Context: an optimization exercise on an open-source flow, tuned for small area, a short achievable clock period and few clock cycles per item. The choices shown serve that exercise and are no tape-out recipe.
Power and IR drop assume default switching activity.

==> flow/design.v <==
package lc4_pkg;
    localparam int WORD_W    = 16;
    localparam int REG_IDX_W = 3;
    localparam int NUM_REGS  = 8;
    localparam logic [WORD_W-1:0] RESET_PC = 16'h8200;
    localparam logic [3:0] OP_ARITH = 4'd1;
    localparam logic [3:0] OP_LOGIC = 4'd5;
    localparam logic [3:0] OP_LDR   = 4'd6;
    localparam logic [3:0] OP_STR   = 4'd7;
    localparam logic [3:0] OP_CONST = 4'd9;
    localparam logic [1:0] SUB_ADD = 2'b00;
    localparam logic [1:0] SUB_SUB = 2'b10;
    localparam logic [1:0] SUB_AND = 2'b00;
    localparam logic [1:0] SUB_OR  = 2'b10;
    localparam logic [1:0] SUB_XOR = 2'b11;
    localparam logic [2:0] ALU_ADD  = 3'd0;
    localparam logic [2:0] ALU_SUB  = 3'd1;
    localparam logic [2:0] ALU_AND  = 3'd2;
    localparam logic [2:0] ALU_OR   = 3'd3;
    localparam logic [2:0] ALU_XOR  = 3'd4;
    localparam logic [2:0] ALU_PASS = 3'd5;  
    typedef logic [WORD_W-1:0]    word_t;
    typedef logic [REG_IDX_W-1:0] reg_idx_t;
    typedef struct packed {
        logic [3:0] opcode;
        reg_idx_t   rd;
        reg_idx_t   rs;
        logic       imm_flag;
        logic [1:0] sub_op;
        reg_idx_t   rt;
    } insn_reg_t;
    typedef struct packed {
        logic [3:0] opcode;
        reg_idx_t   rd_rt;  
        reg_idx_t   rs;
        logic [5:0] offset6;
    } insn_off_t;
    typedef struct packed {
        logic [3:0] opcode;
        reg_idx_t   rd;
        logic [8:0] imm9;
    } insn_cst_t;
    typedef union packed {
        insn_reg_t rv;
        insn_off_t ov;
        insn_cst_t cv;
    } insn_u;
    typedef struct packed {
        reg_idx_t   r1;
        logic       r1_re;
        reg_idx_t   r2;
        logic       r2_re;
        reg_idx_t   rd;
        logic       rf_we;
        logic       is_load;
        logic       is_store;
        logic [2:0] alu_op;
        word_t      imm;
        logic       imm_sel;
    } ctrl_t;
    typedef struct packed {
        logic  valid;
        word_t pc;
        insn_u insn;
        ctrl_t ctrl;
        word_t r1_data;
        word_t r2_data;
        word_t result;  
    } slot_t;
    typedef struct packed {
        logic     valid;
        word_t    pc;
        word_t    insn;
        logic     rf_we;
        reg_idx_t wsel;
        word_t    wdata;
        logic     dmem_we;
        word_t    dmem_addr;
        word_t    dmem_data;
    } retire_t;
    typedef struct packed {
        logic     we;
        reg_idx_t rd;
        word_t    value;
    } fwd_t;
endpackage
`timescale 1ns/1ps
module lc4_top (
    input  logic        clk,
    input  logic        rst_n,
    output logic [15:0] o_pc,
    input  logic [15:0] i_insn_a,
    input  logic [15:0] i_insn_b,
    output logic [15:0] o_dmem_addr,
    output logic        o_dmem_we,
    output logic [15:0] o_dmem_wdata,
    input  logic [15:0] i_dmem_rdata,
    output logic        o_ret_a_valid,
    output logic [15:0] o_ret_a_pc,
    output logic [15:0] o_ret_a_insn,
    output logic        o_ret_a_rf_we,
    output logic [2:0]  o_ret_a_wsel,
    output logic [15:0] o_ret_a_wdata,
    output logic        o_ret_a_dmem_we,
    output logic [15:0] o_ret_a_dmem_addr,
    output logic [15:0] o_ret_a_dmem_data,
    output logic        o_ret_b_valid,
    output logic [15:0] o_ret_b_pc,
    output logic [15:0] o_ret_b_insn,
    output logic        o_ret_b_rf_we,
    output logic [2:0]  o_ret_b_wsel,
    output logic [15:0] o_ret_b_wdata,
    output logic        o_ret_b_dmem_we,
    output logic [15:0] o_ret_b_dmem_addr,
    output logic [15:0] o_ret_b_dmem_data
);
    function automatic logic writes_reg(input logic [15:0] w);
        case (w[15:12])
            4'd1:    writes_reg = w[5] | ~w[3];             
            4'd5:    writes_reg = ~w[5] & (w[4] | ~w[3]);   
            4'd6:    writes_reg = 1'b1;                     
            4'd9:    writes_reg = 1'b1;                     
            default: writes_reg = 1'b0;
        endcase
    endfunction
    logic [15:0] regs [8];
    logic [7:0]  rvalid;
    logic        x_valid;
    logic        x_ldw;               
    logic [15:0] ir;
    logic        c_reg_form, c_sub, c_logic, c_mem, c_const;   
    logic [15:0] op_a, op_b;          
    logic        xm_a, xm_b;          
    logic        xw_a, xw_b;          
    logic        xo_a, xo_b;          
    logic        fs_ld;               
    logic        m_valid, m_we, m_ld, m_st;
    logic [15:0] m_insn, m_result, m_sdata, m_val;
    logic        w_valid, w_we, w_st;
    logic [15:0] w_pe, w_pc, w_insn, w_data, w_addr;
    localparam logic [15:0] PC0 = 16'h81ff;
    logic [15:0] pc_e, pc_q;          
    logic        primed;              
    logic [2:0]  f_rs, f_rt;
    logic        p_rs_re, p_rt_alu, p_is_str, p_is_ldr;
    logic [3:0]  n_op;
    logic        x_we, x_ld;
    logic        xa, xb;              
    logic        stall;               
    logic [15:0] ra, rb;
    assign pc_q = pc_e ^ PC0;
    assign o_pc = pc_q;
    always_ff @(posedge clk or negedge rst_n) begin
        if (!rst_n) begin
            pc_e    <= 16'h0;
            primed  <= 1'b0;
            x_valid <= 1'b0;
            x_ldw   <= 1'b0;
        end else begin
            if (!stall) pc_e <= (pc_q + 16'd1) ^ PC0;
            primed  <= 1'b1;
            x_valid <= primed & ~stall;
            x_ldw   <= primed & ~stall & p_is_ldr;
        end
    end
    assign n_op = i_insn_b[15:12];
    always_ff @(posedge clk) begin
        if (!stall) begin
            p_is_str <= (n_op == 4'd7);
            p_is_ldr <= (n_op == 4'd6);
            p_rs_re  <= (n_op == 4'd1) | (n_op == 4'd5) | (n_op == 4'd6) | (n_op == 4'd7);
            p_rt_alu <= ((n_op == 4'd1) | (n_op == 4'd5)) & ~i_insn_b[5];
        end
    end
    assign f_rs     = i_insn_a[8:6];
    assign f_rt     = p_is_str ? i_insn_a[11:9] : i_insn_a[2:0];
    assign x_we  = x_valid & writes_reg(ir);
    assign x_ld  = (ir[15:12] == 4'd6);
    assign xa    = x_we & (ir[11:9] == f_rs);
    assign xb    = x_we & (ir[11:9] == f_rt);
    assign stall = x_ldw & ((p_rs_re & (ir[11:9] == f_rs))
                            | (p_rt_alu & (ir[11:9] == i_insn_a[2:0])));
    always_comb begin
        ra = '0;
        rb = '0;
        for (int i = 0; i < 8; i++) begin
            ra = ra | ({16{rvalid[i] & p_rs_re & (f_rs == 3'(i))}} & regs[i]);
            rb = rb | ({16{rvalid[i] & (f_rt == 3'(i))}} & regs[i]);
        end
    end
    always_ff @(posedge clk) begin
        ir         <= i_insn_a;
        c_reg_form <= ((i_insn_a[15:12] == 4'd1) | (i_insn_a[15:12] == 4'd5)) & ~i_insn_a[5];
        c_sub      <= (i_insn_a[15:12] == 4'd1) & ~i_insn_a[5] & i_insn_a[4];
        c_logic    <= (i_insn_a[15:12] == 4'd5);
        c_mem      <= (i_insn_a[15:12] == 4'd6) | (i_insn_a[15:12] == 4'd7);
        c_const    <= (i_insn_a[15:12] == 4'd9);
        op_a  <= ra;
        op_b  <= rb;
        xm_a  <= xa & p_rs_re & ~x_ld;
        xm_b  <= xb & ~x_ld;
        xw_a  <= m_we & (m_insn[11:9] == f_rs) & p_rs_re & ~xa;
        xw_b  <= m_we & (m_insn[11:9] == f_rt) & ~xb;
        xo_a  <= ~(xa & p_rs_re & ~x_ld) & ~(m_we & (m_insn[11:9] == f_rs) & p_rs_re & ~xa);
        xo_b  <= ~(xb & ~x_ld) & ~(m_we & (m_insn[11:9] == f_rt) & ~xb);
        fs_ld <= xb & x_ld;
    end
    logic        is_ldr, is_str;
    logic [15:0] va, vb, imm, opb, pp, gg, cy, half, logic_res, alu;
    logic        sub;
    assign is_ldr   = (ir[15:12] == 4'd6);
    assign is_str   = (ir[15:12] == 4'd7);
    assign va = ({16{xm_a}} & m_result) | ({16{xw_a}} & w_data) | ({16{xo_a}} & op_a);
    assign vb = ({16{xm_b}} & m_result) | ({16{xw_b}} & w_data) | ({16{xo_b}} & op_b);
    always_comb begin
        if (c_mem)         imm = {{10{ir[5]}}, ir[5:0]};
        else if (c_const)  imm = {{7{ir[8]}}, ir[8:0]};
        else               imm = {{11{ir[4]}}, ir[4:0]};
    end
    assign sub = c_sub;
    assign opb = c_reg_form ? (vb ^ {16{sub}}) : imm;
    assign pp = va ^ opb;
    assign gg = va & opb;
    always_comb begin
        logic [15:0] g, p, gn, pn;
        g = gg;
        p = pp;
        g[0] = gg[0] | (pp[0] & sub);
        for (int d = 1; d < 16; d = d * 2) begin
            gn = g;
            pn = p;
            for (int i = d; i < 16; i++) begin
                gn[i] = g[i] | (p[i] & g[i-d]);
                pn[i] = p[i] & p[i-d];
            end
            g = gn;
            p = pn;
        end
        cy = {g[14:0], sub};
    end
    always_comb begin
        case (ir[4:3])
            2'b00:   logic_res = va & vb;
            2'b10:   logic_res = va | vb;
            default: logic_res = va ^ vb;
        endcase
    end
    assign half = c_logic ? logic_res : pp;
    assign alu  = half ^ (cy & {16{~c_logic}});
    always_ff @(posedge clk or negedge rst_n) begin
        if (!rst_n) begin
            m_valid <= 1'b0;
            m_we    <= 1'b0;
            m_ld    <= 1'b0;
            m_st    <= 1'b0;
        end else begin
            m_valid <= x_valid;
            m_we    <= x_we;
            m_ld    <= x_valid & is_ldr;
            m_st    <= x_valid & is_str;
        end
    end
    always_ff @(posedge clk) begin
        m_insn   <= ir;
        m_result <= alu;
        m_sdata  <= fs_ld ? i_dmem_rdata : vb;
    end
    assign m_val        = m_ld ? i_dmem_rdata : m_result;
    assign o_dmem_addr  = m_result;
    assign o_dmem_wdata = m_sdata;
    assign o_dmem_we    = m_st;
    always_ff @(posedge clk or negedge rst_n) begin
        if (!rst_n) begin
            rvalid <= '0;
        end else if (m_we) begin
            rvalid[m_insn[11:9]] <= 1'b1;
        end
    end
    always_ff @(posedge clk) begin
        for (int i = 0; i < 8; i++) begin
            if (m_we && m_insn[11:9] == 3'(i)) regs[i] <= m_val;
        end
    end
    always_ff @(posedge clk or negedge rst_n) begin
        if (!rst_n) begin
            w_valid <= 1'b0;
            w_we    <= 1'b0;
            w_st    <= 1'b0;
            w_pe    <= 16'h0;
        end else begin
            w_valid <= m_valid;
            w_we    <= m_we;
            w_st    <= m_st;
            if (m_valid) w_pe <= (w_pc + 16'd1) ^ PC0;
        end
    end
    always_ff @(posedge clk) begin
        w_insn <= m_insn;
        w_data <= m_st ? m_sdata : m_val;
        w_addr <= m_result;
    end
    assign w_pc = w_pe ^ PC0;
    assign o_ret_a_valid     = w_valid;
    assign o_ret_a_pc        = w_pc;
    assign o_ret_a_insn      = w_insn;
    assign o_ret_a_rf_we     = w_we;
    assign o_ret_a_wsel      = w_insn[11:9];
    assign o_ret_a_wdata     = w_data;
    assign o_ret_a_dmem_we   = w_st;
    assign o_ret_a_dmem_addr = w_addr;
    assign o_ret_a_dmem_data = w_data;
    assign o_ret_b_valid     = 1'b0;
    assign o_ret_b_pc        = 16'h0;
    assign o_ret_b_insn      = 16'h0;
    assign o_ret_b_rf_we     = 1'b0;
    assign o_ret_b_wsel      = 3'h0;
    assign o_ret_b_wdata     = 16'h0;
    assign o_ret_b_dmem_we   = 1'b0;
    assign o_ret_b_dmem_addr = 16'h0;
    assign o_ret_b_dmem_data = 16'h0;
endmodule
clock: 8.0 ns
lec_check: 0
cap_margin: 0
core_margin: 2
core_utilization: 40
cts_cluster_diameter: 100
cts_cluster_size: 25
slew_margin: 0
standard.sh (not shown) runs the stock make flow with config.mk's settings and CLKGATE_MAP_FILE= SYNTH_SCRIPT=/design/flow/synth_recipe.tcl, a recipe that flattens the netlist after the stock synthesis.
==> flow/flow/run.sh <==
#!/bin/bash
# The standard layout (the standard.sh), except that the port buffers
# use the smallest plain buffer cell, the constant outputs share one tie
# cell, and timing repair aims for a setup slack margin of 5.2 ns (the
# design is still constrained and measured at the design's clock period).
export BUFFER_PORTS_ARGS="-buffer_cell sky130_fd_sc_hd__buf_1"
export SKIP_REPAIR_TIE_FANOUT=1
export SETUP_SLACK_MARGIN=5.2
bash standard.sh > standard.log 2>&1
Then changed:
--- a/flow/design.v
+++ b/flow/design.v
@@ -144,6 +144,9 @@
     logic [2:0]  f_rs, f_rt;
     logic        p_rs_re, p_rt_alu, p_is_str, p_is_ldr;
     logic [3:0]  n_op;
+    logic [2:0]  n_rt;
+    logic        n_rs_re;
+    logic [7:0]  p_sa, p_sb;          
     logic        x_we, x_ld;
     logic        xa, xb;              
     logic        stall;               
@@ -163,12 +166,18 @@
             x_ldw   <= primed & ~stall & p_is_ldr;
         end
     end
-    assign n_op = i_insn_b[15:12];
+    assign n_op    = i_insn_b[15:12];
+    assign n_rs_re = (n_op == 4'd1) | (n_op == 4'd5) | (n_op == 4'd6) | (n_op == 4'd7);
+    assign n_rt    = (n_op == 4'd7) ? i_insn_b[11:9] : i_insn_b[2:0];
     always_ff @(posedge clk) begin
         if (!stall) begin
             p_is_str <= (n_op == 4'd7);
             p_is_ldr <= (n_op == 4'd6);
-            p_rs_re  <= (n_op == 4'd1) | (n_op == 4'd5) | (n_op == 4'd6) | (n_op == 4'd7);
+            p_rs_re  <= n_rs_re;
+            for (int i = 0; i < 8; i++) begin
+                p_sa[i] <= n_rs_re & (i_insn_b[8:6] == 3'(i));
+                p_sb[i] <= (n_rt == 3'(i));
+            end
             p_rt_alu <= ((n_op == 4'd1) | (n_op == 4'd5)) & ~i_insn_b[5];
         end
     end
@@ -184,8 +193,8 @@
         ra = '0;
         rb = '0;
         for (int i = 0; i < 8; i++) begin
-            ra = ra | ({16{rvalid[i] & p_rs_re & (f_rs == 3'(i))}} & regs[i]);
-            rb = rb | ({16{rvalid[i] & (f_rt == 3'(i))}} & regs[i]);
+            ra = ra | ({16{rvalid[i] & p_sa[i]}} & regs[i]);
+            rb = rb | ({16{rvalid[i] & p_sb[i]}} & regs[i]);
         end
     end
     always_ff @(posedge clk) begin
Core utilization went down by 0.62 points; power grows by 4.0%; sequential power rises by about 4%; hold slack stays flat; global-route usage drops by 0.84 points; design area rises by 2.0%; routed wire length fell by 0.38%; setup slack improved by 150 ps; maximum frequency went up by 5.5%; count of clock-buffer cells in the layout climbs by 3; synthesized cell count hardly moves; non-clock buffer count drops by 8; combinational power barely changes.
No run of this note included a check of the RTL's function; only the layout flow was run.

==> separate check: timing with driven ports <==
In the flow no input, the clock included, has a driving cell. The finished layouts below were timed again as built, in two steps. Step 1 sets driving cells, clkbuf_16 on the clock port and buf_2 on the other inputs (assumed; they add their load-dependent delay and slew). Step 2 adds t to the input delays and takes it off the output delays; t is the mean of the earliest and latest rising clock arrival at the registers after step 1. Input paths then give back, and output paths get back, about the clock's delay inside the block. Three values: no drivers, after step 1, after step 2; two values: the first two.
| run | t, ns | slack for setup (ns) | slew at the worst register clock pin (ns) | worst data-port slew with drivers (ns) | cell pins on the clock port's net |
|---|---|---|---|---|---|
| the first run | 0.562 | 5.064 / 5.064 / 4.662 | 0.10 / 0.10 | 0.07 | 1 |
| the second run | 0.581 | 5.216 / 5.160 / 4.748 | 0.11 / 0.11 | 0.07 | 1 |
After both steps setup and hold are still met in every run listed. The setup slack of the second run, which loses most, moves by -0.056 ns with the drivers and by -0.468 ns with both steps.
